This is an optimization exercise on Yosys and OpenROAD, whose aim is small area, a short achievable clock period and few clock cycles per item, not a production implementation.
Function was checked by simulation only, so behaviour that the tests miss may differ from the original.

==> flow/design.v, too long to show whole: its modules and the start of the top module <==
// module xsr256_mul1: 2122 lines
// module xsr256_mul2: 1969 lines
// module xoshiro256ss_generator: 140 lines
module xoshiro256ss_generator
(
    input  logic      i_clk,
    input  logic      i_rst_n,
    input  logic      i_in_valid,
    output logic      o_in_stall,
    input  logic [64:0]  i_in_data,
    output logic      o_out_valid,
    input  logic      i_out_stall,
    output logic [116:0] o_out_data
);
  // ...
==> flow/flow/run.sh <==
#!/bin/bash
# Standard ORFS layout, with repair_timing aiming for extra setup slack
# (the clock and constraints are the design's own).
set -euo pipefail
bash standard.sh SETUP_SLACK_MARGIN=8 finish > standard_flow.log 2>&1
==> flow/standard.sh <==
#!/bin/bash
# synth_recipe.tcl (not shown) runs the flow's synth.tcl, then flattens the netlist and writes it again
# the make line also repeats each setting of config.mk as NAME=value (left out here)
make -C /OpenROAD-flow-scripts/flow DESIGN_CONFIG=/design/flow/config.mk WORK_HOME=/design/flow/orfs CLKGATE_MAP_FILE= SYNTH_SCRIPT=/design/flow/synth_recipe.tcl "${@:-finish}"
==> flow/config.mk <==
export PLATFORM = sky130hd
export DESIGN_NAME = xoshiro256ss_generator
export DESIGN_NICKNAME = xoshiro256ss_generator
export VERILOG_FILES = /design/flow/design.v
export SDC_FILE = /design/flow/constraint.sdc
export NUM_CORES = 4
export LEC_CHECK = 0
export CAP_MARGIN = 20
export CORE_MARGIN = 2
export CORE_UTILIZATION = 40
export SLEW_MARGIN = 20
==> flow/constraint.sdc <==
create_clock -name core_clock -period 12.0 [get_ports {i_clk}]
set_input_delay 2.4000 -clock core_clock [delete_from_list [all_inputs] [get_ports {i_clk}]]
set_output_delay 2.4000 -clock core_clock [all_outputs]
set_load 0.01 [all_outputs]
==> flow_metrics.py, run 1 <==
metrics = {
    "clock_network": {
        "cts_resized": 337,
        "cts_tree": "yes",
    },
    "setup_path": {
        "r2r-end": "r_m1s[43]",
        "critPathLaunch": "r_vc",
        "critical_path_arrival_ns": 1.73,
        "startpoint_type": "flip-flop",
        "crit_cells": 5,
        "crit_end": "o_in_stall",
        "cpMaxStageDelayCell": "nor4_4",
    },
    "final_layout": {
        "buffers": 608,
        "nClkBuffers": 129,
        "final_cell_mix": "xnor2_1 (1815), xor2_1 (726), nor2_1 (718), a21oi_1 (703), nand2_1 (625)",
        "clk_share": 0.0373,
        "fin_nets": 9315,
        "non_clock_buffer_area_share": 0.0633,
        "multi_input_area_share": 0.620,
        "fin_cells": 11590,
        "n_all_inverters": 281,
        "multi_input_gates": 7192,
    },
    "synthesis": {
        "yosys_warnings": 1,
        "synth-compound-area-share": 0.131,
        "synth_top_family_by_area": "XOR/XNOR gates",
    },
    "floorplanning": {
        "die_y_um": 443,
        "die_area_um2": 196000,
        "ios": 188,
    },
    "status": {
        "status": "finished clean",
    },
    "global_route": {
        "grt_max_degree": 233,
        "antenna_found_initial": 10,
        "grt_usage": 0.289,
        "grt_pass1_wl_um": 420000,
    },
    "timing": {
        "maxSlewHeadroom": 0.180,
    },
    "drt": {
        "top_layer": "met5",
        "wl_um": 295000,
        "drt-pass1-iter-count": 6,
        "detail_route.iter0.violations": 6732,
        "dr_wl_met3_um": 23100,
    },
    "placed_design": {
        "numPortBuffers": 187,
    },
}
Testbench counts, summed over its fixed seeds: cycles 7,949, items 6,380.
==> module xoshiro256ss_generator, before the edit <==
module xoshiro256ss_generator
(
    input  logic      i_clk,
    input  logic      i_rst_n,
    input  logic      i_in_valid,
    output logic      o_in_stall,
    input  logic [64:0]  i_in_data,
    output logic      o_out_valid,
    input  logic      i_out_stall,
    output logic [116:0] o_out_data
);
    logic        r_ir_v, r_ir_k;
    logic [63:0] r_ir_d;
    logic       r_vb, r_vc, r_vd, r_ve;
    logic [1:0] r_ccount;
    logic       r_zf;
    logic [63:0] r_s0, r_s1, r_s2, r_s3;
    logic        r_p_v;
    logic [63:0] r_p;
    logic        r_om_v, r_os_v;
    logic [63:0] r_om, r_os;
    logic [63:0] r_m1s, r_m1c, r_z3, r_m2s, r_m2c;
    logic busy, start, ctr_step, ready, exec, p_moves, pop;
    assign busy     = r_vb | r_vc | r_vd | r_ve;
    assign start    = r_ir_v & (r_ir_k == CMD_SEED) & !r_vb;
    assign ctr_step = start | (r_vb & (r_ccount != 2'd0));
    assign p_moves  = r_p_v & !r_os_v;
    assign exec     = r_ir_v & (r_ir_k != CMD_SEED) & !busy & (!r_p_v | !r_os_v);
    assign ready    = !ctr_step & (!r_ir_v | exec);
    assign pop      = r_om_v & !i_out_stall;
    assign o_in_stall = !ready;
    always_ff @(posedge i_clk) begin
        if (ctr_step)
            r_ir_d <= r_ir_d + SM_GAMMA;
        else if (ready)
            r_ir_d <= i_in_data[63:0];
    end
    always_ff @(posedge i_clk) begin
        if (!i_rst_n) begin
            r_ir_v <= 1'b0;
            r_ir_k <= 1'b0;
        end else if (ready) begin
            r_ir_v <= i_in_valid;
            r_ir_k <= i_in_data[64];
        end else if (start | exec) begin
            r_ir_v <= 1'b0;
        end
    end
    always_ff @(posedge i_clk) begin
        if (!i_rst_n) begin
            r_vb     <= 1'b0;
            r_vc     <= 1'b0;
            r_vd     <= 1'b0;
            r_ve     <= 1'b0;
            r_ccount <= 2'd0;
            r_zf     <= 1'b1;
        end else begin
            if (start) begin
                r_vb     <= 1'b1;
                r_ccount <= 2'd3;
                r_zf     <= 1'b0;
            end else if (r_vb) begin
                if (r_ccount == 2'd0)
                    r_vb <= 1'b0;
                else
                    r_ccount <= r_ccount - 2'd1;
            end
            r_vc <= r_vb;
            r_vd <= r_vc;
            r_ve <= r_vd;
        end
    end
    logic [63:0] z1, m1s, m1c, z2, m2s, m2c, z4, word;
    assign z1 = r_ir_d ^ (r_ir_d >> 30);
    xsr256_mul1 u_mul1 (.x(z1), .ps(m1s), .pc(m1c));
    assign z2 = r_m1s + r_m1c;
    xsr256_mul2 u_mul2 (.x(r_z3), .ps(m2s), .pc(m2c));
    assign z4 = r_m2s + r_m2c;
    assign word = z4 ^ (z4 >> 31);
    always_ff @(posedge i_clk) begin
        r_m1s <= m1s;
        r_m1c <= m1c;
        r_z3  <= z2 ^ (z2 >> 27);
        r_m2s <= m2s;
        r_m2c <= m2c;
    end
    logic [63:0] t, w2, w3;
    assign t  = r_s1 << 17;
    assign w2 = r_s2 ^ r_s0;
    assign w3 = r_s3 ^ r_s1;
    always_ff @(posedge i_clk) begin
        if (r_ve) begin
            r_s0 <= r_s1;
            r_s1 <= r_s2;
            r_s2 <= r_s3;
            r_s3 <= word;
        end else if (exec) begin
            r_s0 <= r_s0 ^ w3;
            r_s1 <= r_s1 ^ w2;
            r_s2 <= w2 ^ t;
            r_s3 <= {w3[18:0], w3[63:19]};
        end
    end
    always_ff @(posedge i_clk) begin
        if (exec)
            r_p <= r_zf ? 64'd0 : (r_s1 + {r_s1[61:0], 2'b00});
    end
    always_ff @(posedge i_clk) begin
        if (!i_rst_n)
            r_p_v <= 1'b0;
        else if (exec)
            r_p_v <= 1'b1;
        else if (p_moves)
            r_p_v <= 1'b0;
    end
    logic [63:0] rp, res;
    assign rp  = {r_p[56:0], r_p[63:57]};
    assign res = rp + {rp[60:0], 3'b000};
    always_ff @(posedge i_clk) begin
        if (!r_os_v)
            r_os <= res;
        if (!r_om_v | pop)
            r_om <= r_os_v ? r_os : res;
    end
    always_ff @(posedge i_clk) begin
        if (!i_rst_n) begin
            r_om_v <= 1'b0;
            r_os_v <= 1'b0;
        end else begin
            if (!r_om_v | pop)
                r_om_v <= r_os_v | p_moves;
            if (r_os_v)
                r_os_v <= !pop;
            else
                r_os_v <= p_moves & r_om_v & !pop;
        end
    end
    assign o_out_valid = r_om_v;
    assign o_out_data  = {r_om, r_om[63:11]};
endmodule
==> run 2: changes to the inputs <==
--- a/flow/design.v
+++ b/flow/design.v
@@ -4123,7 +4123,33 @@
     assign p_moves  = r_p_v & !r_os_v;
     assign exec     = r_ir_v & (r_ir_k != CMD_SEED) & !busy & (!r_p_v | !r_os_v);
-    assign ready    = !ctr_step & (!r_ir_v | exec);
     assign pop      = r_om_v & !i_out_stall;
-    assign o_in_stall = !ready;
+    logic       r_ready;
+    logic       n_ir_v, n_ir_k, n_vb, n_vc, n_vd, n_ve, n_p_v, n_os_v;
+    logic [1:0] n_ccount;
+    logic       n_busy, n_start, n_ctr_step, n_exec, n_ready;
+    assign ready = r_ready;
+    always_comb begin
+        n_ir_v   = ready ? i_in_valid : (r_ir_v & !(start | exec));
+        n_ir_k   = ready ? i_in_data[64] : r_ir_k;
+        n_vb     = start | (r_vb & (r_ccount != 2'd0));
+        n_ccount = start ? 2'd3 : ((r_vb & (r_ccount != 2'd0)) ? r_ccount - 2'd1 : r_ccount);
+        n_vc     = r_vb;
+        n_vd     = r_vc;
+        n_ve     = r_vd;
+        n_p_v    = exec | (r_p_v & !p_moves);
+        n_os_v   = r_os_v ? !pop : (p_moves & r_om_v & !pop);
+        n_busy     = n_vb | n_vc | n_vd | n_ve;
+        n_start    = n_ir_v & (n_ir_k == CMD_SEED) & !n_vb;
+        n_ctr_step = n_start | (n_vb & (n_ccount != 2'd0));
+        n_exec     = n_ir_v & (n_ir_k != CMD_SEED) & !n_busy & (!n_p_v | !n_os_v);
+        n_ready    = !n_ctr_step & (!n_ir_v | n_exec);
+    end
+    always_ff @(posedge i_clk) begin
+        if (!i_rst_n)
+            r_ready <= 1'b1;
+        else
+            r_ready <= n_ready;
+    end
+    assign o_in_stall = !r_ready;
     always_ff @(posedge i_clk) begin
         if (ctr_step)
==> run 2 against run 1 <==
  * Wire length is 1.2% higher
  * Flip-flop and latch count is 1 higher
  * Worst setup slack better by 0.13 ns
  * Count of clock-buffer cells in the layout is 13 lower
  * Clock skew is 0.015 ns higher
  * Final cell count hardly changed
  * Highest routed layer unchanged
==> flow_metrics.py, run 2 <==
metrics = {
    "drt": {
        "wire_per_inst_um": 25.7,
        "detail_route.iter0.violations": 6233,
        "ant_nets": 0,
        "viasPerCell": 5.59,
        "drt-pass1-iter-count": 8,
        "wl_um": 299000,
        "num_vias": 64782,
        "drc": 0,
    },
    "status": {
        "status": "finished clean",
    },
    "clock_network": {
        "cts_buffers": 94,
        "cts_htree_levels": 3,
        "clk_pin_slew_worst_paths_ns": 0.06,
        "clk_latency_ns": 0.80,
        "cts_buffer_depth": 3,
        "clock-sinks": 805,
        "root_buffer": "clkbuf_16",
        "cts_tree": "yes",
    },
    "synthesis": {
        "avgSynthCellArea_um2": 8.82,
        "yosys_warnings": 1,
        "yosys_register_bits": 805,
        "synth_enable_flop_cells": 448,
        "netlist.area_leader.share": 0.225,
        "synth_area_um2": 76900,
        "synthCells": 8717,
        "synth_nets": 9051,
        "synth_largest_area_cell": "xnor2_1",
        "synth_commonest_cells": "xnor2_1 (1978), nor2_1 (743), xor2_1 (703)",
        "ys_seq_area_frac": 0.268,
        "synthDistinctLibCells": 92,
        "post-synth-top-count-cell": "xnor2_1",
        "ys_async_sr_fraction": 0,
        "yosys_most_used_dff": "edfxtp_1",
        "synthTopCellsByArea": "xnor2_1 (23%), edfxtp_1 (17%), dfxtp_1 (9.3%), xor2_1 (8.0%), maj3_1 (7.1%)",
    },
    "timing": {
        "rsz0062_at_grt": "true",
        "setup_viol": 0,
        "final.setup_skew_ns": 0.105,
        "clock.fmax_mhz": 250,
        "period_needed_ns": 4.01,
        "worst_pin_slew_ns": 1.14,
        "layout_setup_ws_ns": 7.99,
        "hold_violations": 0,
        "slew_viol_final": 0,
        "finalSetupTns_ns": 0,
        "finalCritPeriodShare": 0.334,
        "maxSlewHeadroom": 0.234,
    },
    "setup_path": {
        "cpMaxStageDelayCell": "fa_1",
        "max_stage_delay_ns": 0.50,
        "endpoint_kind": "flip-flop",
        "path_cells": "buf_6, xnor2_1, buf_4, a21oi_1, a21oi_1, xor2_1, xnor2_1, xnor2_1, xnor2_1, maj3_1, fa_1, inv_1, maj3_1",
        "critical_path_arrival_ns": 4.62,
        "startpoint_type": "flip-flop",
        "worstPathMaxFanout": 17,
        "cpMostUsedCell": "xnor2_1",
        "cp.required_ns": 12.62,
        "crit_type": "reg2reg",
    },
    "global_route": {
        "antenna_found_initial": 4,
        "met1_usage": 0.385,
        "top_usage_layer": "met2",
        "grt_max_degree": 111,
        "grt_usage": 0.291,
        "grt_use_met3": 0.0532,
        "use_met2": 0.465,
        "grt_pass1_vias": 60718,
        "grt_pass1_wl_um": 422000,
        "grt-ovfl-total": 0,
    },
    "final_layout": {
        "final_area_um2": 90100,
        "final_cell_mix": "xnor2_1 (1855), nor2_1 (727), xor2_1 (672), a21oi_1 (671), nand2_1 (641)",
        "layout_commonest_cell": "xnor2_1",
        "seqCellArea_um2": 20700,
        "area_growth_pct": 17.1,
        "layout-drive-gt1-share": 0.128,
        "nFillCells": 18331,
        "multi_input_area_um2": 55900,
        "fin_nets": 9340,
    },
    "placed_design": {
        "dpl-instance-area_um2": 80900,
        "gp_congestion": 1.00,
        "numPortBuffers": 187,
        "hpwl_um": 227000,
        "place_ws_ns": 6.82,
    },
    "worst_hold_path": {
        "hold_class": "reg2reg",
    },
    "floorplanning": {
        "die_w_um": 443,
        "ios": 188,
        "start_util": 0.404,
        "core_um2": 191000,
        "rows": 160,
        "die_y_um": 443,
        "die_area_um2": 196000,
    },
    "run": {
        "maxCapViolations": 0,
    },
}
run 2: metal layers:
| layer | share of wire | vias to the layer above |
|---|---|---|
| met5 | 0.000044 | - |
| met2 | 0.45 | 2584 |
| met1 | 0.43 | 31541 |
| met3 | 0.075 | 603 |
| li1 | - | 30052 |
| met4 | 0.049 | 2 |
run 2: repair_timing:
action,CTS,global route
pin swaps,25,61
cloned,3,5
endpoints found under the setup margin,498,166
setup buffers,146,174
resized for setup,420,331
hold buffers,0,0
run 2: final timing paths:
check	start	end	slack (ns)	depth (start not counted)
max	r_ir_d[34]	r_m1s[53]	7.99	13
min reg2reg	r_m1s[0]	r_z3[0]	0.39	1
max reg2reg	r_ir_d[34]	r_m1s[53]	7.99	13
min	r_m1s[0]	r_z3[0]	0.39	1
run 2: metrics by stage:
stage,std cells,utilization,hold WS [ns]
after floorplan,8717,-,0.409
after global placement,11093,0.424,0.418
after detailed placement,11093,0.424,0.418
after CTS,11418,0.456,0.395
after global routing,11598,0.473,0.410
final,11598,0.473,0.389
run 2: critical path, delay by kind of cell (launching register included):
kind            cells  cell delay (ns)
fa+ha+maj           3             1.20
xor+xnor            5             1.06
buf+inv             3             0.62
flops               1             0.48
compound gates      2             0.46
run 2: kinds of logic after synthesis:
group	count (synthesis)	share of synthesized area
simple gates	1770	0.0983
fa+ha+maj	844	0.122
buf+inv	710	0.0405
flops	805	0.268
mux	13	0.00184
compound gates	1778	0.134
xor+xnor	2797	0.336
run 2: cell type report:
class                   count  area share
multi-input cells        7204       0.620
flip-flops and latches    805       0.230
repair buffers            637      0.0670
well taps                2511      0.0349
clock buffers             116      0.0283
inverters                 264      0.0118
clock inverters            60     0.00813
diodes                      1   0.0000278
Testbench counts of run 2, summed over its fixed seeds: cycles 7,949, items 6,380.
==> run 3: changes to the inputs <==
--- a/flow/design.v
+++ b/flow/design.v
@@ -4133,6 +4133,6 @@
         n_ir_k   = ready ? i_in_data[64] : r_ir_k;
         n_vb     = start | (r_vb & (r_ccount != 2'd0));
-        n_ccount = start ? 2'd3 : ((r_vb & (r_ccount != 2'd0)) ? r_ccount - 2'd1 : r_ccount);
-        n_vc     = r_vb;
+        n_ccount = start ? 2'd2 : ((r_vb & (r_ccount != 2'd0)) ? r_ccount - 2'd1 : r_ccount);
+        n_vc     = start | r_vb;
         n_vd     = r_vc;
         n_ve     = r_vd;
@@ -4153,8 +4153,6 @@
     assign o_in_stall = !r_ready;
     always_ff @(posedge i_clk) begin
-        if (ctr_step)
-            r_ir_d <= r_ir_d + SM_GAMMA;
-        else if (ready)
-            r_ir_d <= i_in_data[63:0];
+        if (ctr_step | ready)
+            r_ir_d <= (ctr_step ? r_ir_d : i_in_data[63:0]) + SM_GAMMA;
     end
     always_ff @(posedge i_clk) begin
@@ -4180,5 +4178,5 @@
             if (start) begin
                 r_vb     <= 1'b1;
-                r_ccount <= 2'd3;
+                r_ccount <= 2'd2;
                 r_zf     <= 1'b0;
             end else if (r_vb) begin
@@ -4188,5 +4186,5 @@
                     r_ccount <= r_ccount - 2'd1;
             end
-            r_vc <= r_vb;
+            r_vc <= start | r_vb;
             r_vd <= r_vc;
             r_ve <= r_vd;
==> flow/flow/run.sh (replaced) <==
#!/bin/bash
# Standard ORFS layout, with repair_timing aiming for extra setup slack
# (the clock and constraints are the design's own).
set -euo pipefail
bash standard.sh SETUP_SLACK_MARGIN=8.2 finish > standard_flow.log 2>&1
==> run 3 against run 2 <==
  * Critical path type is now in2reg
  * Synthesized cell count grew 0.29%
  * Maximum frequency down 9.3%
  * Register-to-register slack lost 0.16 ns
  * Largest cell class unchanged
  * First-iteration DRC count rose by 3.4%
  * Core utilization increased by 2.0 points
  * Highest routed layer unchanged
  * Worst setup slack got worse by 0.41 ns
==> flow_metrics.py, run 3 <==
metrics = {
    "status": {
        "status": "finished clean",
    },
    "final_layout": {
        "fin_cells": 11906,
        "fin_nets": 9631,
        "layout_commonest_cell": "xnor2_1",
        "seqCellArea_um2": 20700,
        "area_growth_pct": 22.6,
        "final_cell_mix": "xnor2_1 (1725), xor2_1 (670), nor2_1 (664), nand2_1 (650), a21oi_1 (616)",
        "layout-drive-gt1-share": 0.196,
        "multi_input_area_um2": 58400,
        "nFillCells": 17968,
        "final_area_um2": 94800,
    },
    "synthesis": {
        "yosys_warnings": 1,
        "synth_enable_flop_cells": 448,
        "yosys_register_bits": 805,
        "ys_seq_area_frac": 0.266,
        "synthCells": 8742,
        "netlist.area_leader.share": 0.216,
        "ys_async_sr_fraction": 0,
        "synth_commonest_cells": "xnor2_1 (1911), xor2_1 (717), nor2_1 (688)",
        "synthDistinctLibCells": 96,
        "synthTopCellsByArea": "xnor2_1 (22%), edfxtp_1 (17%), dfxtp_1 (9.2%), xor2_1 (8.1%), maj3_1 (7.4%)",
        "synth_nets": 9077,
        "yosys_most_used_dff": "edfxtp_1",
        "synth_largest_area_cell": "xnor2_1",
        "post-synth-top-count-cell": "xnor2_1",
        "avgSynthCellArea_um2": 8.84,
        "synth_area_um2": 77300,
    },
    "clock_network": {
        "root_buffer": "clkbuf_16",
        "cts_htree_levels": 3,
        "cts_buffer_depth": 3,
        "clk_pin_slew_worst_paths_ns": 0.06,
        "cts_tree": "yes",
        "cts.hold.buffers_added": 0,
        "clock-sinks": 805,
        "clk_latency_ns": 0.78,
        "cts_buffers": 94,
    },
    "timing": {
        "worst_pin_slew_ns": 1.15,
        "setup_viol": 0,
        "slew_viol_final": 0,
        "finalSetupTns_ns": 0,
        "clock.fmax_mhz": 226,
        "whs_ns": 0.426,
        "final.setup_skew_ns": 0.0724,
        "period_needed_ns": 4.42,
        "rsz0062_at_grt": "true",
        "maxSlewHeadroom": 0.227,
        "hold_violations": 0,
        "finalCritPeriodShare": 0.368,
    },
    "drt": {
        "num_vias": 67123,
        "ant_nets": 0,
        "wire_per_inst_um": 25.7,
        "drt-pass1-iter-count": 6,
        "wl_um": 306000,
        "drc": 0,
        "detail_route.iter0.violations": 6443,
        "viasPerCell": 5.64,
    },
    "placed_design": {
        "gp_congestion": 1.03,
        "dpl-instance-area_um2": 81900,
        "hpwl_um": 222000,
        "place_inst": 11177,
        "numPortBuffers": 187,
    },
    "worst_hold_path": {
        "min_path_cells": 1,
        "holdPathEnd": "r_z3[10]",
        "hold_class": "reg2reg",
        "hp-start": "r_m1s[10]",
    },
    "setup_path": {
        "startpoint_type": "input pin",
        "path_cells": "buf_6, mux2i_4, or4_4, buf_6, o31ai_4, a21bo_2, a211oi_4, a21o_4, a21oi_4, and2_4, o21bai_1, xor2_1",
        "cp_top_family": "compound AO/OA/AOI/OAI gates",
        "cpMostUsedCell": "buf_6",
        "worstPathMaxFanout": 5,
        "cpMaxStageDelayCell": "or4_4",
        "worst-path-buf-inv": 2,
        "r2r-end": "r_ir_d[62]",
        "max_stage_delay_ns": 0.56,
        "endpoint_kind": "flip-flop",
        "critPathLaunch": "i_in_data[9]",
        "ff2ff_path_depth": 15,
        "crit_type": "in2reg",
        "r2r_start": "r_ccount[0]",
        "crit_cells": 12,
        "critical_path_arrival_ns": 4.86,
        "cp.required_ns": 12.44,
        "r2r_slack_ns": 7.83,
    },
    "floorplanning": {
        "die_w_um": 444,
        "ios": 188,
        "die_area_um2": 197000,
        "rows": 161,
        "core_um2": 192000,
        "die_y_um": 444,
        "start_util": 0.402,
    },
    "global_route": {
        "grt_pass1_wl_um": 431000,
        "grt_max_degree": 180,
        "grt_pass1_vias": 63534,
        "grt-ovfl-total": 0,
        "grt_usage": 0.295,
        "antenna_found_initial": 8,
    },
    "run": {
        "maxCapViolations": 0,
    },
}
## run 3: cell count changes in the layout (fill, tap and decap cells not counted), sizes merged, moves of 30 or more
cell         change
a21oi           -30
dlygate4sd2    -109
nor2            -54
xnor2           -71
buf            +362
mux2i           +39
## run 3: layer usage
layer	up-vias	track usage	wire length [um]	part of all wire
met5	-	0	51	0.00017
met4	6	0.141	18200	0.059
met3	885	0.0618	27300	0.089
met2	2959	0.469	137000	0.45
met1	32519	0.379	124000	0.41
li1	30754	-	-	-
## run 3: what timing repair did
action                                   CTS  global route
endpoints found under the setup margin   458           214
setup buffers                            313           218
gates resized for setup                 1161           513
pin swaps                                111           192
gates cloned                               7             9
## run 3: layout make-up
| class | count | area share |
|---|---|---|
| inverters | 288 | 0.0128 |
| multi-input cells | 7226 | 0.616 |
| diodes | 5 | 0.000132 |
| clock buffers | 135 | 0.0293 |
| clock inverters | 40 | 0.00495 |
| well taps | 2526 | 0.0333 |
| repair buffers | 881 | 0.0856 |
| flip-flops and latches | 805 | 0.218 |
## run 3: through the flow
step	util	setup WS [ns]
final	0.493	7.58
after global routing	0.493	7.57
after CTS	0.470	7.69
after detailed placement	0.426	6.22
after global placement	0.426	6.22
after floorplan	-	7.27
## run 3: how the worst max path moves through the flow
stage	to	slack, ns
2_1_floorplan	r_ir_d[46]	7.27
3_3_place_gp	r_ir_d[58]	6.22
3_5_place_dp	r_ir_d[58]	6.22
4_1_cts	r_ir_d[63]	7.69
5_1_grt	r_ir_d[62]	7.57
6_report	r_ir_d[62]	7.58
## run 3: cell families after synthesis
| kind of cell | share of synthesized area |
|---|---|
| xor gates and xnor gates | 0.329 |
| and+or+nand+nor | 0.103 |
| AOI/OAI and AO/OA | 0.131 |
| adders and majority gates | 0.123 |
| DFF | 0.266 |
| buffers and inverters | 0.0396 |
| muxes | 0.00731 |
Testbench counts of run 3, summed over its fixed seeds: cycles 7,756, items 6,380.
==> run 4: changes to the inputs <==
--- a/flow/design.v
+++ b/flow/design.v
@@ -4110,4 +4110,5 @@
     logic       r_vb, r_vc, r_vd, r_ve;
     logic [1:0] r_ccount;
+    logic [1:0] r_widx;      
     logic       r_zf;
     logic [63:0] r_s0, r_s1, r_s2, r_s3;
@@ -4118,5 +4119,5 @@
     logic [63:0] r_m1s, r_m1c, r_z3, r_m2s, r_m2c;
     logic busy, start, ctr_step, ready, exec, p_moves, pop;
-    assign busy     = r_vb | r_vc | r_vd | r_ve;
+    assign busy     = r_vb | r_vc | r_vd | (r_ve & (r_widx != 2'd3));
     assign start    = r_ir_v & (r_ir_k == CMD_SEED) & !r_vb;
     assign ctr_step = start | (r_vb & (r_ccount != 2'd0));
@@ -4126,5 +4127,5 @@
     logic       r_ready;
     logic       n_ir_v, n_ir_k, n_vb, n_vc, n_vd, n_ve, n_p_v, n_os_v;
-    logic [1:0] n_ccount;
+    logic [1:0] n_ccount, n_widx;
     logic       n_busy, n_start, n_ctr_step, n_exec, n_ready;
     assign ready = r_ready;
@@ -4137,7 +4138,8 @@
         n_vd     = r_vc;
         n_ve     = r_vd;
+        n_widx   = r_widx + {1'b0, r_ve};
         n_p_v    = exec | (r_p_v & !p_moves);
         n_os_v   = r_os_v ? !pop : (p_moves & r_om_v & !pop);
-        n_busy     = n_vb | n_vc | n_vd | n_ve;
+        n_busy     = n_vb | n_vc | n_vd | (n_ve & (n_widx != 2'd3));
         n_start    = n_ir_v & (n_ir_k == CMD_SEED) & !n_vb;
         n_ctr_step = n_start | (n_vb & (n_ccount != 2'd0));
@@ -4174,4 +4176,5 @@
             r_ve     <= 1'b0;
             r_ccount <= 2'd0;
+            r_widx   <= 2'd0;
             r_zf     <= 1'b1;
         end else begin
@@ -4189,4 +4192,6 @@
             r_vd <= r_vc;
             r_ve <= r_vd;
+            if (r_ve)
+                r_widx <= r_widx + 2'd1;
         end
     end
@@ -4205,19 +4210,20 @@
         r_m2c <= m2c;
     end
-    logic [63:0] t, w2, w3;
-    assign t  = r_s1 << 17;
-    assign w2 = r_s2 ^ r_s0;
-    assign w3 = r_s3 ^ r_s1;
-    always_ff @(posedge i_clk) begin
-        if (r_ve) begin
-            r_s0 <= r_s1;
-            r_s1 <= r_s2;
-            r_s2 <= r_s3;
-            r_s3 <= word;
-        end else if (exec) begin
+    logic [63:0] s3e, t, w2, w3;
+    assign s3e = r_ve ? word : r_s3;
+    assign t   = r_s1 << 17;
+    assign w2  = r_s2 ^ r_s0;
+    assign w3  = s3e ^ r_s1;
+    always_ff @(posedge i_clk) begin
+        if (exec) begin
             r_s0 <= r_s0 ^ w3;
             r_s1 <= r_s1 ^ w2;
             r_s2 <= w2 ^ t;
             r_s3 <= {w3[18:0], w3[63:19]};
+        end else if (r_ve) begin
+            if (r_widx == 2'd0) r_s0 <= word;
+            if (r_widx == 2'd1) r_s1 <= word;
+            if (r_widx == 2'd2) r_s2 <= word;
+            if (r_widx == 2'd3) r_s3 <= word;
         end
     end
--- a/flow/config.mk
+++ b/flow/config.mk
@@ -8,4 +8,4 @@
 export CAP_MARGIN = 20
 export CORE_MARGIN = 2
-export CORE_UTILIZATION = 40
+export CORE_UTILIZATION = 60
 export SLEW_MARGIN = 20
==> run 4 against run 3 <==
  * Final cell count down 3.6%
  * Maximum frequency decreased by 1.9%
  * Design area up 1.3%
  * Wire length is 2.5% higher
  * Via count grew 9.9%
  * Flip-flop and latch count grew 2
  * Area after synthesis is 3.3% higher
  * Largest cell class unchanged
  * Core utilization is 24 points higher
  * Global-route usage grew 14 points
  * Critical path type unchanged
==> flow_metrics.py, run 4 <==
metrics = {
    "timing": {
        "setup_viol": 0,
        "finalSetupTns_ns": 0,
        "period_needed_ns": 4.50,
        "finalCritPeriodShare": 0.375,
        "final.setup_skew_ns": 0.0609,
        "slew_viol_final": 0,
        "hold_violations": 0,
        "maxSlewHeadroom": 0.197,
        "worst_pin_slew_ns": 1.20,
        "rsz0062_at_grt": "true",
        "clock.fmax_mhz": 222,
    },
    "synthesis": {
        "yosys_register_bits": 807,
        "yosys_most_used_dff": "edfxtp_1",
        "synth_area_um2": 79900,
        "synthCells": 9163,
        "synthTopCellsByArea": "xnor2_1 (21%), edfxtp_1 (17%), dfxtp_1 (9.0%), maj3_1 (7.9%), xor2_1 (7.8%)",
        "avgSynthCellArea_um2": 8.71,
        "synth_commonest_cells": "xnor2_1 (1942), xor2_1 (711), nand2_1 (699)",
        "ys_seq_area_frac": 0.258,
        "synth_nets": 9472,
        "synthDistinctLibCells": 108,
        "yosys_warnings": 1,
        "synth_largest_area_cell": "xnor2_1",
        "ys_async_sr_fraction": 0,
        "synth_enable_flop_cells": 448,
        "netlist.area_leader.share": 0.213,
        "post-synth-top-count-cell": "xnor2_1",
    },
    "worst_hold_path": {
        "hold_class": "reg2reg",
    },
    "setup_path": {
        "critPathLaunch": "i_in_data[18]",
        "startpoint_type": "input pin",
        "crit_type": "in2reg",
        "r2r-end": "r_ir_d[50]",
        "r2r_start": "r_vb",
        "r2r_slack_ns": 7.69,
        "ff2ff_path_depth": 12,
        "critical_path_arrival_ns": 4.98,
        "cp.required_ns": 12.48,
        "worstPathMaxFanout": 4,
        "endpoint_kind": "flip-flop",
        "crit_end": "r_ir_d[50]",
    },
    "final_layout": {
        "final_cell_mix": "xnor2_1 (1695), nand2_1 (667), xor2_1 (660), nor2_1 (636), a21oi_1 (624)",
        "layout_commonest_cell": "xnor2_1",
        "fin_nets": 9952,
        "layout-drive-gt1-share": 0.186,
        "area_growth_pct": 20.3,
        "nFillCells": 10009,
        "seqCellArea_um2": 20700,
        "multi_input_area_um2": 61300,
        "fin_util": 0.729,
    },
    "placed_design": {
        "numPortBuffers": 187,
        "hpwl_um": 225000,
        "gp_congestion": 1.06,
    },
    "drt": {
        "wire_per_inst_um": 27.3,
        "drt-pass1-iter-count": 10,
        "wl_um": 314000,
        "ant_nets": 0,
        "num_vias": 73774,
        "drc": 0,
        "viasPerCell": 6.43,
        "detail_route.iter0.violations": 9589,
    },
    "clock_network": {
        "cts_buffers": 91,
        "cts_htree_levels": 3,
        "cts_tree": "yes",
        "clk_pin_slew_worst_paths_ns": 0.06,
        "root_buffer": "clkbuf_16",
        "cts_buffer_depth": 3,
        "cts.hold.buffers_added": 0,
        "clk_latency_ns": 0.77,
        "clock-sinks": 807,
    },
    "floorplanning": {
        "die_area_um2": 136000,
        "die_y_um": 369,
        "die_w_um": 369,
        "core_um2": 132000,
        "ios": 188,
        "rows": 133,
        "start_util": 0.606,
    },
    "global_route": {
        "grt_pass1_wl_um": 442000,
        "antenna_found_initial": 18,
        "grt-ovfl-total": 0,
        "grt_max_degree": 110,
        "grt_usage": 0.436,
        "grt_pass1_vias": 68809,
    },
    "run": {
        "maxCapViolations": 0,
    },
    "status": {
        "status": "finished clean",
    },
}
## run 4: logic make-up (layout without fill, tap and decap cells)
| group | Yosys count | count (layout) | synth area share |
|---|---|---|---|
| buffers and inverters | 733 | 1289 | 0.0414 |
| multiplexers | 136 | 136 | 0.0175 |
| other | 0 | 7 | 0 |
| flip-flops | 807 | 807 | 0.258 |
| XOR/XNOR | 2745 | 2745 | 0.315 |
| adder cells (fa/ha/maj) | 876 | 876 | 0.118 |
| AO/OA/AOI/OAI | 1965 | 1965 | 0.145 |
| AND/OR/NAND/NOR | 1901 | 1901 | 0.105 |
## run 4: stage by stage
step | cells | area (um^2) | hold WS, ns | setup WS [ns]
after floorplan | 9163 | 80000 | 0.409 | 6.93
after global placement | 10804 | 83200 | 0.414 | 5.86
after detailed placement | 10804 | 83200 | 0.414 | 5.88
after CTS | 11197 | 90900 | 0.426 | 7.48
after global routing | 11476 | 96000 | 0.439 | 7.44
final | 11481 | 96000 | 0.425 | 7.50
## run 4: area by class of cell
type                       instances  area share
sequential                       807       0.215
tap                             1755      0.0229
antenna                            7    0.000182
clock inverter                    53     0.00529
timing repair buffer             847      0.0789
inverter                         273      0.0124
multi-input combinational       7623       0.638
clock buffer                     116      0.0270
## run 4: critical path: stages
cell	delay [ns]
clkdlybuf4s50_1	0.44
mux2i_1	0.47
o21ai_4	0.11
o311a_4	0.16
o21a_4	0.23
o31ai_4	0.24
nand3_2	0.18
and4_4	0.22
or3b_4	0.39
xor2_1	0.14
## run 4: repair_timing
| item | CTS | global route |
|---|---|---|
| pin swaps | 124 | 206 |
| gates cloned | 1 | 2 |
| gates resized for setup | 1092 | 642 |
| endpoints found under the setup margin | 559 | 328 |
| setup buffers | 223 | 274 |
## run 4: worst min-delay path by stage
stage | start | endpoint | slack [ns] | depth (start not counted)
6_report | r_m1s[7] | r_z3[7] | 0.43 | 1
5_1_grt | r_m1s[7] | r_z3[7] | 0.44 | 1
4_1_cts | r_m1s[7] | r_z3[7] | 0.43 | 1
3_5_place_dp | r_m1s[10] | r_z3[10] | 0.41 | 1
2_1_floorplan | r_m1s[0] | r_z3[0] | 0.41 | 1
3_3_place_gp | r_m1s[7] | r_z3[7] | 0.41 | 1
## run 4: routing by layer
layer | routed length (um) | track usage | share of wire | up-vias
li1 | - | - | - | 32446
met1 | 118000 | 0.551 | 0.37 | 35146
met2 | 130000 | 0.643 | 0.41 | 4806
met3 | 43000 | 0.153 | 0.14 | 1364
met4 | 22900 | 0.248 | 0.073 | 12
met5 | 210 | 0 | 0.00067 | -
Testbench counts of run 4, summed over its fixed seeds: cycles 7,572, items 6,380.
==> run 5: changes to the inputs <==
--- a/flow/design.v
+++ b/flow/design.v
@@ -4134,6 +4134,6 @@
         n_ir_k   = ready ? i_in_data[64] : r_ir_k;
         n_vb     = start | (r_vb & (r_ccount != 2'd0));
-        n_ccount = start ? 2'd2 : ((r_vb & (r_ccount != 2'd0)) ? r_ccount - 2'd1 : r_ccount);
-        n_vc     = start | r_vb;
+        n_ccount = start ? 2'd3 : ((r_vb & (r_ccount != 2'd0)) ? r_ccount - 2'd1 : r_ccount);
+        n_vc     = r_vb;
         n_vd     = r_vc;
         n_ve     = r_vd;
@@ -4155,6 +4155,8 @@
     assign o_in_stall = !r_ready;
     always_ff @(posedge i_clk) begin
-        if (ctr_step | ready)
-            r_ir_d <= (ctr_step ? r_ir_d : i_in_data[63:0]) + SM_GAMMA;
+        if (ctr_step)
+            r_ir_d <= r_ir_d + SM_GAMMA;
+        else if (ready)
+            r_ir_d <= i_in_data[63:0];
     end
     always_ff @(posedge i_clk) begin
@@ -4181,5 +4183,5 @@
             if (start) begin
                 r_vb     <= 1'b1;
-                r_ccount <= 2'd2;
+                r_ccount <= 2'd3;
                 r_zf     <= 1'b0;
             end else if (r_vb) begin
@@ -4189,5 +4191,5 @@
                     r_ccount <= r_ccount - 2'd1;
             end
-            r_vc <= start | r_vb;
+            r_vc <= r_vb;
             r_vd <= r_vc;
             r_ve <= r_vd;
==> flow/flow/run.sh (replaced) <==
#!/bin/bash
# Standard ORFS layout, with repair_timing aiming for extra setup slack and
# plain buffers on the ports (the clock and constraints are the design's own).
set -euo pipefail
bash standard.sh SETUP_SLACK_MARGIN=8.2 "BUFFER_PORTS_ARGS=-buffer_cell sky130_fd_sc_hd__buf_2" finish > standard_flow.log 2>&1
--- a/flow/config.mk
+++ b/flow/config.mk
@@ -8,4 +8,4 @@
 export CAP_MARGIN = 20
 export CORE_MARGIN = 2
-export CORE_UTILIZATION = 60
+export CORE_UTILIZATION = 40
 export SLEW_MARGIN = 20
==> run 5 against run 4 <==
  * Final cell count up 7.0%
  * Clock skew up 0.047 ns
  * Critical path type is now reg2reg
  * Die area up 48%
  * Critical path depth up 6
  * Core utilization down 24 points
  * Still clean on timing, DRC and antenna
==> flow_metrics.py, run 5 <==
metrics = {
    "status": {
        "status": "finished clean",
    },
    "floorplanning": {
        "ios": 188,
        "die_area_um2": 201000,
        "start_util": 0.401,
        "rows": 163,
        "die_w_um": 448,
        "die_y_um": 448,
        "core_um2": 197000,
    },
    "global_route": {
        "grt-ovfl-total": 0,
        "top_usage_layer": "met2",
        "grt_pass1_vias": 65547,
        "grt_use_met3": 0.0598,
        "grt_pass1_wl_um": 455000,
        "use_met2": 0.490,
        "grt_usage": 0.309,
        "met1_usage": 0.400,
        "antenna_found_initial": 10,
        "grt_max_degree": 105,
    },
    "drt": {
        "wl_um": 324000,
        "ant_nets": 0,
        "detail_route.iter0.violations": 7108,
        "viasPerCell": 5.69,
        "drc": 0,
        "wire_per_inst_um": 26.4,
        "num_vias": 69836,
        "drt-pass1-iter-count": 7,
    },
    "timing": {
        "slew_viol_final": 0,
        "finalSetupTns_ns": 0,
        "maxSlewHeadroom": 0.246,
        "final.setup_skew_ns": 0.107,
        "setup_viol": 0,
        "worst_pin_slew_ns": 1.13,
        "clock.fmax_mhz": 256,
        "whs_ns": 0.417,
        "period_needed_ns": 3.91,
        "hold_violations": 0,
        "rsz0062_at_grt": "true",
        "finalCritPeriodShare": 0.326,
    },
    "setup_path": {
        "critical_path_arrival_ns": 4.43,
        "r2r-end": "r_om[63]",
        "cpMostUsedCell": "o31ai_4",
        "endpoint_kind": "flip-flop",
        "path_cells": "ha_2, inv_2, fa_2, nor2b_2, o21ai_2, a21boi_2, o21a_4, o31ai_4, a211oi_2, o2111ai_2, a211oi_4, o31ai_4, o21a_2, o41ai_4, xnor2_1, mux2_2",
        "startpoint_type": "flip-flop",
        "max_stage_delay_ns": 0.39,
        "worstPathMaxFanout": 3,
        "cp.required_ns": 12.52,
        "r2r_slack_ns": 8.09,
        "ff2ff_path_depth": 16,
        "crit_type": "reg2reg",
        "r2r_start": "r_p[60]",
        "critPathLaunch": "r_p[60]",
        "cpMaxStageDelayCell": "a211oi_4",
    },
    "worst_hold_path": {
        "hold_class": "reg2reg",
        "min_path_cells": 1,
        "hp-start": "r_m1s[0]",
        "holdPathEnd": "r_z3[0]",
    },
    "clock_network": {
        "cts_buffers": 97,
        "root_buffer": "clkbuf_16",
        "clk_pin_slew_worst_paths_ns": 0.06,
        "clk_latency_ns": 0.80,
        "cts_htree_levels": 3,
        "cts_tree": "yes",
        "cts_buffer_depth": 3,
        "clock-sinks": 807,
        "cts.hold.buffers_added": 0,
    },
    "synthesis": {
        "synthAdderAreaFrac": 0.111,
        "synth_enable_flop_cells": 448,
        "synth_largest_area_cell": "xnor2_1",
        "yosys_most_used_dff": "edfxtp_1",
        "netlist.area_leader.share": 0.219,
        "synth_top_family_by_area": "XOR/XNOR gates",
        "yosys.area_share.simple": 0.101,
        "synth_xor_area_frac": 0.321,
        "ys_async_sr_fraction": 0,
        "synth_commonest_cells": "xnor2_1 (1979), a21oi_1 (779), nand2_1 (651), nor2_1 (651), xor2_1 (644)",
        "post-synth-top-count-cell": "xnor2_1",
        "synthDistinctLibCells": 95,
        "synth-compound-area-share": 0.151,
        "synth_area_um2": 79000,
        "yosys_register_bits": 807,
        "synth_nets": 9395,
        "synthMuxAreaShare": 0.0130,
        "synthCells": 9087,
        "avgSynthCellArea_um2": 8.70,
        "yosys_warnings": 1,
        "synthTopCellsByArea": "xnor2_1 (22%), edfxtp_1 (17%), dfxtp_1 (9.1%), xor2_1 (7.1%), maj3_1 (6.8%)",
        "ys_seq_area_frac": 0.261,
    },
    "final_layout": {
        "fin_util": 0.487,
        "fin_nets": 9864,
        "final_cell_mix": "xnor2_1 (1766), a21oi_1 (705), nand2_1 (641), nor2_1 (636), xor2_1 (586)",
        "layout-drive-gt1-share": 0.188,
        "layout_commonest_cell": "xnor2_1",
        "area_growth_pct": 21.2,
        "nFillCells": 18491,
        "seqCellArea_um2": 20700,
        "multi_input_area_um2": 59900,
    },
    "run": {
        "maxCapViolations": 0,
    },
    "placed_design": {
        "gp_congestion": 0.999,
        "hpwl_um": 237000,
        "numPortBuffers": 187,
    },
}
## run 5: area by class of cell
cell class,instances,area share
Multi-Input combinational cell,7524,0.626
Clock buffer,124,0.0281
Tap cell,2640,0.0345
Inverter,302,0.0132
Clock inverter,56,0.00807
Antenna cell,2,0.0000523
Sequential cell,807,0.216
Timing Repair Buffer,824,0.0741
## run 5: kinds of logic after synthesis
logic type | after synthesis
AO/OA/AOI/OAI | 2060
adder cells (fa/ha/maj) | 810
flip-flops | 807
multiplexers | 100
AND/OR/NAND/NOR | 1815
buffers and inverters | 756
XOR/XNOR | 2739
## run 5: metal layers
layer  vias up  wire, um  share of wire
met5         -        65        0.00020
met3       789     27500          0.085
met2      3209    145000           0.45
met4        10     19200          0.059
li1      32026         -              -
met1     33802    132000           0.41
## run 5: metrics by stage
stage                     worst slack, ns  instance area [um^2]  instances
after detailed placement             7.05                 82400      11604
after CTS                            8.07                 90900      12039
after global routing                 7.92                 95800      12277
after global placement               6.78                 82300      11604
final                                8.09                 95800      12279
after floorplan                      8.24                 79000       9087
## run 5: how the worst max path moves through the flow
stage	to	slack (ns)	cells after the start
after floorplan	r_p[61]	8.24	14
after global placement	r_m1c[58]	6.78	12
after detailed placement	r_s0[38]	7.05	10
after CTS	r_om[63]	8.07	16
after global routing	r_om[63]	7.92	16
final	r_om[63]	8.09	16
## run 5: critical path, delay by kind of cell (launching register included)
family                   cells  cell delay (ns)
AND/OR/NAND/NOR              1             0.13
adder cells (fa/ha/maj)      2             0.55
multiplexers                 1             0.27
flip-flops                   1             0.37
AO/OA/AOI/OAI               10             2.22
XOR/XNOR                     1             0.10
buffers and inverters        1             0.04
## run 5: timing repair
item	4_1_cts	5_1_grt
gates resized for setup	509	574
buffers inserted	252	233
pin swaps	91	165
endpoints found under the setup margin	483	324
gates cloned	3	5
Testbench counts of run 5, summed over its fixed seeds: cycles 7,752, items 6,380.
==> run 6: changes to the inputs <==
--- a/flow/config.mk
+++ b/flow/config.mk
@@ -8,4 +8,5 @@
 export CAP_MARGIN = 20
 export CORE_MARGIN = 2
-export CORE_UTILIZATION = 40
+export CORE_UTILIZATION = 55
+export PLACE_DENSITY = 0.8
 export SLEW_MARGIN = 20
==> run 6 against run 5 <==
  * Still clean on timing, DRC and antenna
  * Critical path depth is the same
  * Wire length shrank 2.6%
  * Core utilization grew 17 points
  * Final cell count shrank 6.3%
  * Register-to-register slack lost 0.05 ns
  * Via count grew 3.8%
  * Non-clock buffer count shrank 30
  * Highest routed layer unchanged
==> flow_metrics.py, run 6 <==
metrics = {
    "setup_path": {
        "cpMaxStageDelayCell": "edfxtp_1",
        "crit_cells": 16,
        "worst-path-buf-inv": 1,
        "startpoint_type": "flip-flop",
        "r2r-end": "r_om[63]",
        "ff2ff_path_depth": 16,
        "cp_top_family": "compound AO/OA/AOI/OAI gates",
        "endpoint_kind": "flip-flop",
        "cp.required_ns": 12.51,
        "worstPathMaxFanout": 3,
        "crit_end": "r_om[63]",
        "cpMostUsedCell": "o31ai_4",
        "critPathLaunch": "r_p[57]",
        "critical_path_arrival_ns": 4.47,
        "max_stage_delay_ns": 0.44,
        "crit_type": "reg2reg",
        "r2r_start": "r_p[57]",
        "path_cells": "ha_2, inv_2, fa_2, nor2b_2, o21ai_2, a21boi_2, o21a_1, o31ai_4, a211oi_2, o2111ai_2, a211oi_4, o31ai_4, o21a_2, o41ai_2, xnor2_1, mux2_2",
        "r2r_slack_ns": 8.04,
    },
    "clock_network": {
        "clk_pin_slew_worst_paths_ns": 0.06,
        "clock-sinks": 807,
        "cts_tree": "yes",
        "cts_buffers": 92,
        "clk_latency_ns": 0.78,
        "cts_htree_levels": 3,
        "cts_buffer_depth": 3,
        "root_buffer": "clkbuf_16",
        "cts.hold.buffers_added": 0,
    },
    "drt": {
        "ant_nets": 0,
        "viasPerCell": 6.30,
        "drt-pass1-iter-count": 8,
        "detail_route.iter0.violations": 9132,
        "drc": 0,
        "num_vias": 72512,
        "wire_per_inst_um": 27.4,
        "wl_um": 315000,
    },
    "placed_design": {
        "dpl-instance-area_um2": 81500,
        "hpwl_um": 226000,
        "place_inst": 10865,
        "place_ws_ns": 7.14,
        "numPortBuffers": 187,
        "gp_congestion": 1.08,
    },
    "synthesis": {
        "synth_area_um2": 79000,
        "synth_enable_flop_cells": 448,
        "synth_largest_area_cell": "xnor2_1",
        "synthTopCellsByArea": "xnor2_1 (22%), edfxtp_1 (17%), dfxtp_1 (9.1%), xor2_1 (7.1%), maj3_1 (6.8%)",
        "yosys_register_bits": 807,
        "synth_nets": 9395,
        "synthDistinctLibCells": 95,
        "synth_commonest_cells": "xnor2_1 (1979), a21oi_1 (779), nand2_1 (651), nor2_1 (651), xor2_1 (644)",
        "yosys_most_used_dff": "edfxtp_1",
        "ys_seq_area_frac": 0.261,
        "synthCells": 9087,
        "netlist.area_leader.share": 0.219,
        "ys_async_sr_fraction": 0,
        "post-synth-top-count-cell": "xnor2_1",
        "avgSynthCellArea_um2": 8.70,
        "yosys_warnings": 1,
    },
    "timing": {
        "clock.fmax_mhz": 252,
        "finalSetupTns_ns": 0,
        "finalCritPeriodShare": 0.330,
        "period_needed_ns": 3.96,
        "maxSlewHeadroom": 0.198,
        "slew_viol_final": 0,
        "final.setup_skew_ns": 0.0937,
        "layout_setup_ws_ns": 8.04,
        "worst_pin_slew_ns": 1.20,
        "hold_violations": 0,
        "whs_ns": 0.426,
        "rsz0062_at_grt": "true",
        "setup_viol": 0,
    },
    "global_route": {
        "grt-ovfl-total": 0,
        "grt_max_degree": 246,
        "grt_pass1_vias": 67001,
        "grt_pass1_wl_um": 440000,
        "grt_usage": 0.402,
        "antenna_found_initial": 10,
    },
    "floorplanning": {
        "die_area_um2": 147000,
        "start_util": 0.552,
        "rows": 139,
        "ios": 188,
        "die_w_um": 383,
        "core_um2": 143000,
        "die_y_um": 383,
    },
    "final_layout": {
        "multi_input_area_um2": 59900,
        "fin_nets": 9830,
        "final_area_um2": 94300,
        "layout_commonest_cell": "xnor2_1",
        "seqCellArea_um2": 20700,
        "nFillCells": 11481,
        "final_cell_mix": "xnor2_1 (1771), a21oi_1 (696), nand2_1 (641), nor2_1 (636), xor2_1 (587)",
        "fin_util": 0.659,
        "area_growth_pct": 19.4,
        "fin_cells": 11507,
        "layout-drive-gt1-share": 0.187,
    },
    "status": {
        "status": "finished clean",
    },
    "worst_hold_path": {
        "hold_class": "reg2reg",
    },
    "run": {
        "maxCapViolations": 0,
    },
}
run 6: cell count changes in the layout (fill, tap and decap cells not counted), moves of 6 or more:
cell / change
a21oi_1: -9
buf_2: +6
buf_4: -32
clkbuf_1: -8
o21ai_1: -7
xnor2_4: -6
run 6: worst min path at each step:
stage / from / end / slack (ns) / cells past startpoint
floorplan: r_m1s[0] / r_z3[0] / 0.41 / 1
global placement: r_m1s[5] / r_z3[5] / 0.41 / 1
detailed placement: r_m1s[9] / r_z3[9] / 0.42 / 1
CTS: r_m1s[9] / r_z3[9] / 0.43 / 1
global route: r_m1s[1] / r_z3[1] / 0.43 / 1
finish: r_m1s[1] / r_z3[1] / 0.43 / 1
run 6: cells by family after synthesis:
kind of cell	count (synthesis)	synth area share
AOI/OAI and AO/OA	2060	0.151
and+or+nand+nor	1815	0.101
xor gates and xnor gates	2739	0.321
muxes	100	0.0130
buffers and inverters	756	0.0421
DFF	807	0.261
adders and majority gates	810	0.111
run 6: layout make-up:
class,instances,share of cell area
well taps,1903,0.0252
clock inverters,59,0.00674
diodes,3,0.0000796
inverters,302,0.0133
multi-input cells,7525,0.635
repair buffers,794,0.0723
clock buffers,114,0.0274
flip-flops and latches,807,0.220
run 6: repair_timing:
item | 4_1_cts | 5_1_grt
pin swaps | 63 | 173
gates cloned | 1 | 10
setup buffers | 212 | 243
gates resized for setup | 422 | 657
setup endpoints to repair | 417 | 307
run 6: per-layer routing:
layer	wire length, um	global-route usage	vias up
li1	-	-	31979
met1	120000	0.522	34718
met2	133000	0.604	4598
met3	40400	0.115	1205
met4	21300	0.213	12
met5	300	0	-
==> run 7: changes to the inputs <==
==> flow/flow/run.sh (replaced) <==
#!/bin/bash
# Standard ORFS layout, with repair_timing aiming for extra setup slack and
# plain buffers on the ports (the clock and constraints are the design's own).
set -euo pipefail
bash standard.sh SETUP_SLACK_MARGIN=7.8 "BUFFER_PORTS_ARGS=-buffer_cell sky130_fd_sc_hd__buf_2" finish > standard_flow.log 2>&1
--- a/flow/config.mk
+++ b/flow/config.mk
@@ -8,5 +8,4 @@
 export CAP_MARGIN = 20
 export CORE_MARGIN = 2
-export CORE_UTILIZATION = 55
-export PLACE_DENSITY = 0.8
+export CORE_UTILIZATION = 40
 export SLEW_MARGIN = 20
==> run 7 against run 6 <==
  * Still clean on timing, DRC and antenna
  * Worst setup slack got worse by 0.21 ns
  * Register-to-register slack worse by 0.21 ns
  * Design area is 6.1% lower
  * Synthesized cell count is the same
  * Critical path type unchanged
  * Largest cell class unchanged
  * Highest routed layer unchanged
==> flow_metrics.py, run 7 <==
metrics = {
    "timing": {
        "setup_viol": 0,
        "worst_pin_slew_ns": 1.23,
        "whs_ns": 0.404,
        "clock.fmax_mhz": 240,
        "rsz0062_at_grt": "true",
        "period_needed_ns": 4.17,
        "slew_viol_final": 0,
        "maxSlewHeadroom": 0.174,
        "final.setup_skew_ns": 0.0949,
        "hold_violations": 0,
        "finalCritPeriodShare": 0.348,
        "finalSetupTns_ns": 0,
        "layout_setup_ws_ns": 7.83,
    },
    "synthesis": {
        "synthAdderAreaFrac": 0.111,
        "post-synth-top-count-cell": "xnor2_1",
        "ys_async_sr_fraction": 0,
        "synth-compound-area-share": 0.151,
        "yosys_warnings": 1,
        "synth_commonest_cells": "xnor2_1 (1979), a21oi_1 (779), nand2_1 (651), nor2_1 (651), xor2_1 (644)",
        "synthCells": 9087,
        "synth_nets": 9395,
        "avgSynthCellArea_um2": 8.70,
        "synth_top_family_by_area": "XOR/XNOR gates",
        "ys_seq_area_frac": 0.261,
        "synth_largest_area_cell": "xnor2_1",
        "synth_xor_area_frac": 0.321,
        "yosys_most_used_dff": "edfxtp_1",
        "yosys_register_bits": 807,
        "synthDistinctLibCells": 95,
        "synthTopCellsByArea": "xnor2_1 (22%), edfxtp_1 (17%), dfxtp_1 (9.1%), xor2_1 (7.1%), maj3_1 (6.8%)",
        "synthMuxAreaShare": 0.0130,
        "yosys.area_share.simple": 0.101,
        "synth_area_um2": 79000,
        "synth_enable_flop_cells": 448,
        "netlist.area_leader.share": 0.219,
    },
    "final_layout": {
        "fin_nets": 9510,
        "nFillCells": 19137,
        "area_growth_pct": 12.1,
        "final_area_um2": 88500,
        "layout_commonest_cell": "xnor2_1",
        "multi_input_area_um2": 56700,
        "layout-drive-gt1-share": 0.114,
        "seqCellArea_um2": 20700,
        "final_cell_mix": "xnor2_1 (1894), a21oi_1 (760), nor2_1 (648), nand2_1 (645), xor2_1 (618)",
    },
    "placed_design": {
        "dpl-instance-area_um2": 82400,
        "gp_congestion": 0.992,
        "hpwl_um": 236000,
        "place_ws_ns": 7.09,
        "numPortBuffers": 187,
    },
    "setup_path": {
        "critical_path_arrival_ns": 4.72,
        "path_cells": "xor2_4, xnor2_1, inv_1, maj3_1, xor2_1, xnor2_1, a21o_1, o21ai_0, maj3_1, maj3_1, inv_1, xnor2_1",
        "startpoint_type": "flip-flop",
        "cpMaxStageDelayCell": "dfxtp_2",
        "worstPathMaxFanout": 12,
        "max_stage_delay_ns": 0.67,
        "crit_type": "reg2reg",
        "endpoint_kind": "flip-flop",
        "cp.required_ns": 12.54,
    },
    "drt": {
        "num_vias": 67827,
        "detail_route.iter0.violations": 6651,
        "wl_um": 310000,
        "drt-pass1-iter-count": 6,
        "ant_nets": 0,
        "wire_per_inst_um": 26.0,
        "viasPerCell": 5.68,
        "drc": 0,
    },
    "floorplanning": {
        "ios": 188,
        "die_area_um2": 201000,
        "die_y_um": 448,
        "rows": 163,
        "core_um2": 197000,
        "start_util": 0.401,
        "die_w_um": 448,
    },
    "global_route": {
        "antenna_found_initial": 10,
        "grt_max_degree": 152,
        "grt-ovfl-total": 0,
        "grt_usage": 0.299,
        "grt_pass1_wl_um": 442000,
        "grt_pass1_vias": 64273,
    },
    "worst_hold_path": {
        "hold_class": "reg2reg",
    },
    "clock_network": {
        "cts_tree": "yes",
        "clock-sinks": 807,
        "cts_htree_levels": 3,
        "cts_buffers": 96,
        "clk_latency_ns": 0.78,
        "clk_pin_slew_worst_paths_ns": 0.06,
        "root_buffer": "clkbuf_16",
        "cts_buffer_depth": 3,
    },
    "run": {
        "maxCapViolations": 0,
    },
    "status": {
        "status": "finished clean",
    },
}
[run 7: changes by cell type in the layout (fill, tap and decap cells not counted), sizes merged]
cell | previous run | this run
buf | 780 | 470
diode | 3 | 7
bufbuf | 1 | 0
inv | 292 | 291
clkbuf | 127 | 123
bufinv | 6 | 10
clkinvlp | 20 | 17
xor2 | 661 | 660
[run 7: logic make-up after synthesis]
group / after synthesis
buffers and inverters: 756
AO/OA/AOI/OAI: 2060
AND/OR/NAND/NOR: 1815
XOR/XNOR: 2739
multiplexers: 100
adder cells (fa/ha/maj): 810
flip-flops: 807
[run 7: timing repair]
item                                    4_1_cts  5_1_grt
endpoints found under the setup margin      175      189
pin swaps                                     8       25
hold buffers                                  0        0
resized for setup                           107      171
setup buffers                                57       75
gates cloned                                  0        0
hold endpoints to repair                      0        0
[run 7: cell type report]
| cell class | count | area share |
|---|---|---|
| timing repair buffer | 471 | 0.0375 |
| clock inverter | 59 | 0.00848 |
| sequential | 807 | 0.233 |
| tap | 2640 | 0.0373 |
| inverter | 302 | 0.0135 |
| antenna | 7 | 0.000198 |
| multi-input combinational | 7524 | 0.640 |
| clock buffer | 122 | 0.0296 |
[run 7: worst paths after layout]
path	to	from	depth (start not counted)	slack, ns
worst max-delay path	r_m2s[52]	r_z3[28]	12	7.83
worst min-delay path	r_z3[9]	r_m1s[9]	1	0.40
worst max register to register	r_m2s[52]	r_z3[28]	12	7.83
worst min register to register	r_z3[9]	r_m1s[9]	1	0.40
[run 7: through the flow]
| stage | util | cells |
|---|---|---|
| global route | 0.450 | 11927 |
| finish | 0.450 | 11932 |
| global placement | 0.419 | 11608 |
| detailed placement | 0.419 | 11610 |
| CTS | 0.442 | 11848 |
| floorplan | - | 9087 |
[run 7: layer usage]
layer  up-vias  share of wire  wire [um]  track usage
li1      31308              -          -            -
met1     32891           0.41     129000        0.386
met2      2869           0.45     139000        0.477
met3       757          0.078      24300       0.0517
met4         2          0.060      18600        0.159
met5         -       0.000035         11            0
[run 7: critical path: cells and delay by family, from the launching register on]
| kind | cells | cell delay (ns) |
|---|---|---|
| adders and majority gates | 3 | 1.24 |
| AOI/OAI and AO/OA | 2 | 0.28 |
| DFF | 1 | 0.67 |
| xor gates and xnor gates | 5 | 1.44 |
| buffers and inverters | 2 | 0.35 |
==> run 8: changes to the inputs <==
==> flow/flow/run.sh (replaced) <==
#!/bin/bash
# Standard ORFS layout, with repair_timing aiming for extra setup slack and
# plain buffers on the ports (the clock and constraints are the design's own).
set -euo pipefail
bash standard.sh SETUP_SLACK_MARGIN=8.0 "BUFFER_PORTS_ARGS=-buffer_cell sky130_fd_sc_hd__buf_2" finish > standard_flow.log 2>&1
==> run 8 against run 7 <==
  * Sequential share of layout area shrank 0.49 points
  * Area after synthesis stayed put
  * Final cell count is 0.63% higher
  * Critical path depth is 1 higher
  * Critical endpoint is now r_m1c[63]
==> flow_metrics.py, run 8 <==
metrics = {
    "status": {
        "status": "finished clean",
    },
    "setup_path": {
        "crit_end": "r_m1c[63]",
        "r2r_slack_ns": 7.98,
        "worstPathMaxFanout": 22,
        "cp.required_ns": 12.68,
        "ff2ff_path_depth": 13,
        "endpoint_kind": "flip-flop",
        "startpoint_type": "flip-flop",
        "crit_type": "reg2reg",
        "critPathLaunch": "r_ir_d[38]",
        "r2r-end": "r_m1c[63]",
        "critical_path_arrival_ns": 4.70,
        "r2r_start": "r_ir_d[38]",
    },
    "global_route": {
        "grt-ovfl-total": 0,
        "grt_pass1_vias": 65264,
        "antenna_found_initial": 21,
        "grt_pass1_wl_um": 439000,
        "grt_max_degree": 182,
        "grt_usage": 0.295,
    },
    "drt": {
        "wl_um": 306000,
        "detail_route.iter0.violations": 7649,
        "drc": 0,
        "num_vias": 69085,
        "wire_per_inst_um": 25.5,
        "drt-pass1-iter-count": 6,
        "ant_nets": 0,
        "viasPerCell": 5.75,
    },
    "floorplanning": {
        "die_y_um": 448,
        "die_w_um": 448,
        "die_area_um2": 201000,
        "core_um2": 197000,
        "ios": 188,
        "start_util": 0.401,
        "rows": 163,
    },
    "timing": {
        "worst_pin_slew_ns": 1.18,
        "period_needed_ns": 4.02,
        "maxSlewHeadroom": 0.210,
        "finalCritPeriodShare": 0.335,
        "rsz0062_at_grt": "true",
        "whs_ns": 0.418,
        "hold_violations": 0,
        "final.setup_skew_ns": 0.111,
        "slew_viol_final": 0,
        "finalSetupTns_ns": 0,
        "setup_viol": 0,
        "clock.fmax_mhz": 249,
    },
    "synthesis": {
        "synth_area_um2": 79000,
        "synthTopCellsByArea": "xnor2_1 (22%), edfxtp_1 (17%), dfxtp_1 (9.1%), xor2_1 (7.1%), maj3_1 (6.8%)",
        "avgSynthCellArea_um2": 8.70,
        "ys_seq_area_frac": 0.261,
        "synth_nets": 9395,
        "synth_enable_flop_cells": 448,
        "synthDistinctLibCells": 95,
        "synthCells": 9087,
        "yosys_register_bits": 807,
        "synth_largest_area_cell": "xnor2_1",
        "ys_async_sr_fraction": 0,
        "yosys_warnings": 1,
        "post-synth-top-count-cell": "xnor2_1",
        "synth_commonest_cells": "xnor2_1 (1979), a21oi_1 (779), nand2_1 (651), nor2_1 (651), xor2_1 (644)",
        "netlist.area_leader.share": 0.219,
        "yosys_most_used_dff": "edfxtp_1",
    },
    "placed_design": {
        "gp_congestion": 1.05,
        "numPortBuffers": 187,
        "hpwl_um": 228000,
        "dpl-instance-area_um2": 82300,
    },
    "final_layout": {
        "final_area_um2": 90600,
        "layout_commonest_cell": "xnor2_1",
        "final_cell_mix": "xnor2_1 (1853), a21oi_1 (738), nand2_1 (645), nor2_1 (645), o21ai_0 (607)",
        "fin_nets": 9588,
        "fin_util": 0.460,
        "area_growth_pct": 14.7,
        "layout-drive-gt1-share": 0.135,
    },
    "clock_network": {
        "clock-sinks": 807,
        "cts_htree_levels": 3,
        "root_buffer": "clkbuf_16",
        "clk_latency_ns": 0.79,
        "clk_pin_slew_worst_paths_ns": 0.06,
        "cts_buffer_depth": 3,
        "cts_buffers": 94,
        "cts.hold.buffers_added": 0,
        "cts_tree": "yes",
    },
    "run": {
        "maxCapViolations": 0,
    },
    "worst_hold_path": {
        "hold_class": "reg2reg",
    },
}
-- run 8: worst min path at each step --
stage	cells after the start	endpoint	startpoint	slack (ns)
floorplan	1	r_z3[0]	r_m1s[0]	0.41
global placement	1	r_z3[4]	r_m1s[4]	0.41
detailed placement	1	r_z3[4]	r_m1s[4]	0.41
CTS	1	r_z3[4]	r_m1s[4]	0.42
global route	1	r_z3[4]	r_m1s[4]	0.42
finish	1	r_z3[4]	r_m1s[4]	0.42
-- run 8: through the flow --
stage / worst slack (ns) / cells
global placement: 6.84 / 11592
detailed placement: 7.09 / 11592
CTS: 7.94 / 11874
global route: 7.88 / 12003
finish: 7.98 / 12007
floorplan: 8.13 / 9087
-- run 8: cell type report --
| cell class | count | area, um^2 |
|---|---|---|
| antenna | 5 | 12.5 |
| clock buffer | 128 | 2690 |
| clock inverter | 50 | 648 |
| fill | 18969 | 106000 |
| inverter | 302 | 1210 |
| multi-input combinational | 7524 | 57900 |
| sequential | 807 | 20700 |
| tap | 2640 | 3300 |
| timing repair buffer | 551 | 4160 |
-- run 8: metal layers --
layer / part of all wire / track usage / vias up
met1: 0.40 / 0.380 / 33359
li1: - / - / 31506
met4: 0.065 / 0.162 / 6
met2: 0.44 / 0.463 / 3322
met5: 0.00035 / 0 / -
met3: 0.088 / 0.0556 / 892
-- run 8: kinds of logic after synthesis --
logic type / synth area share
buf+inv: 0.0421
simple gates: 0.101
xor+xnor: 0.321
mux: 0.0130
fa+ha+maj: 0.111
flops: 0.261
compound gates: 0.151
-- run 8: critical path, cell delays in order (launching register included) --
cell      delay, ns
edfxtp_1       0.37
buf_6          0.22
xnor2_4        0.23
buf_6          0.32
xnor2_4        0.19
xnor2_1        0.62
xnor2_1        0.27
xnor2_1        0.20
xnor2_1        0.57
xnor2_1        0.18
xnor2_1        0.27
xnor2_1        0.13
xnor2_1        0.20
xnor2_1        0.13
-- run 8: what timing repair did --
item	in CTS	in global routing
gates cloned	2	2
pin swaps	24	60
gates resized for setup	231	304
setup buffers	102	126
setup endpoints to repair	311	229

-- what the ideal ports hide --
In the flow no input, the clock included, has a driving cell. The finished layouts below were timed again as built, in two steps. Step 1 sets driving cells, clkbuf_16 on the clock port and buf_2 on the other inputs (assumed; they add their load-dependent delay and slew). Step 2, shift: input delay + t, output delay - t, t = (earliest + latest rising clock arrival at the registers) / 2. This alone moves slack from input paths to output paths. Three values: ideal, step 1, step 2; two values: the first two.
run | t, ns | setup slack, ns | latest minus earliest clock arrival (ns) | slew at the worst register clock pin (ns) | pins driven straight from the clock port
run 1 | 0.828 | 7.866 / 7.780 / 7.963 | 0.091 / 0.091 | 0.07 / 0.07 | 1
run 2 | 0.834 | 7.994 / 7.985 / 7.984 | 0.109 / 0.110 | 0.07 / 0.07 | 1
run 3 | 0.827 | 7.583 / 7.630 / 6.803 | 0.084 / 0.084 | 0.07 / 0.07 | 1
run 4 | 0.811 | 7.495 / 7.537 / 6.725 | 0.061 / 0.061 | 0.08 / 0.08 | 1
run 5 | 0.833 | 8.088 / 8.069 / 8.088 | 0.108 / 0.108 | 0.09 / 0.09 | 1
run 6 | 0.824 | 8.038 / 7.987 / 8.038 | 0.094 / 0.094 | 0.07 / 0.07 | 1
run 7 | 0.822 | 7.827 / 7.827 / 7.827 | 0.096 / 0.095 | 0.08 / 0.08 | 1
run 8 | 0.819 | 7.982 / 7.982 / 7.982 | 0.110 / 0.111 | 0.08 / 0.08 | 1
After both steps every run listed still meets setup and hold. For run 3, which loses most, drivers alone change the setup slack by +0.047 ns; drivers and shift together by -0.780 ns.
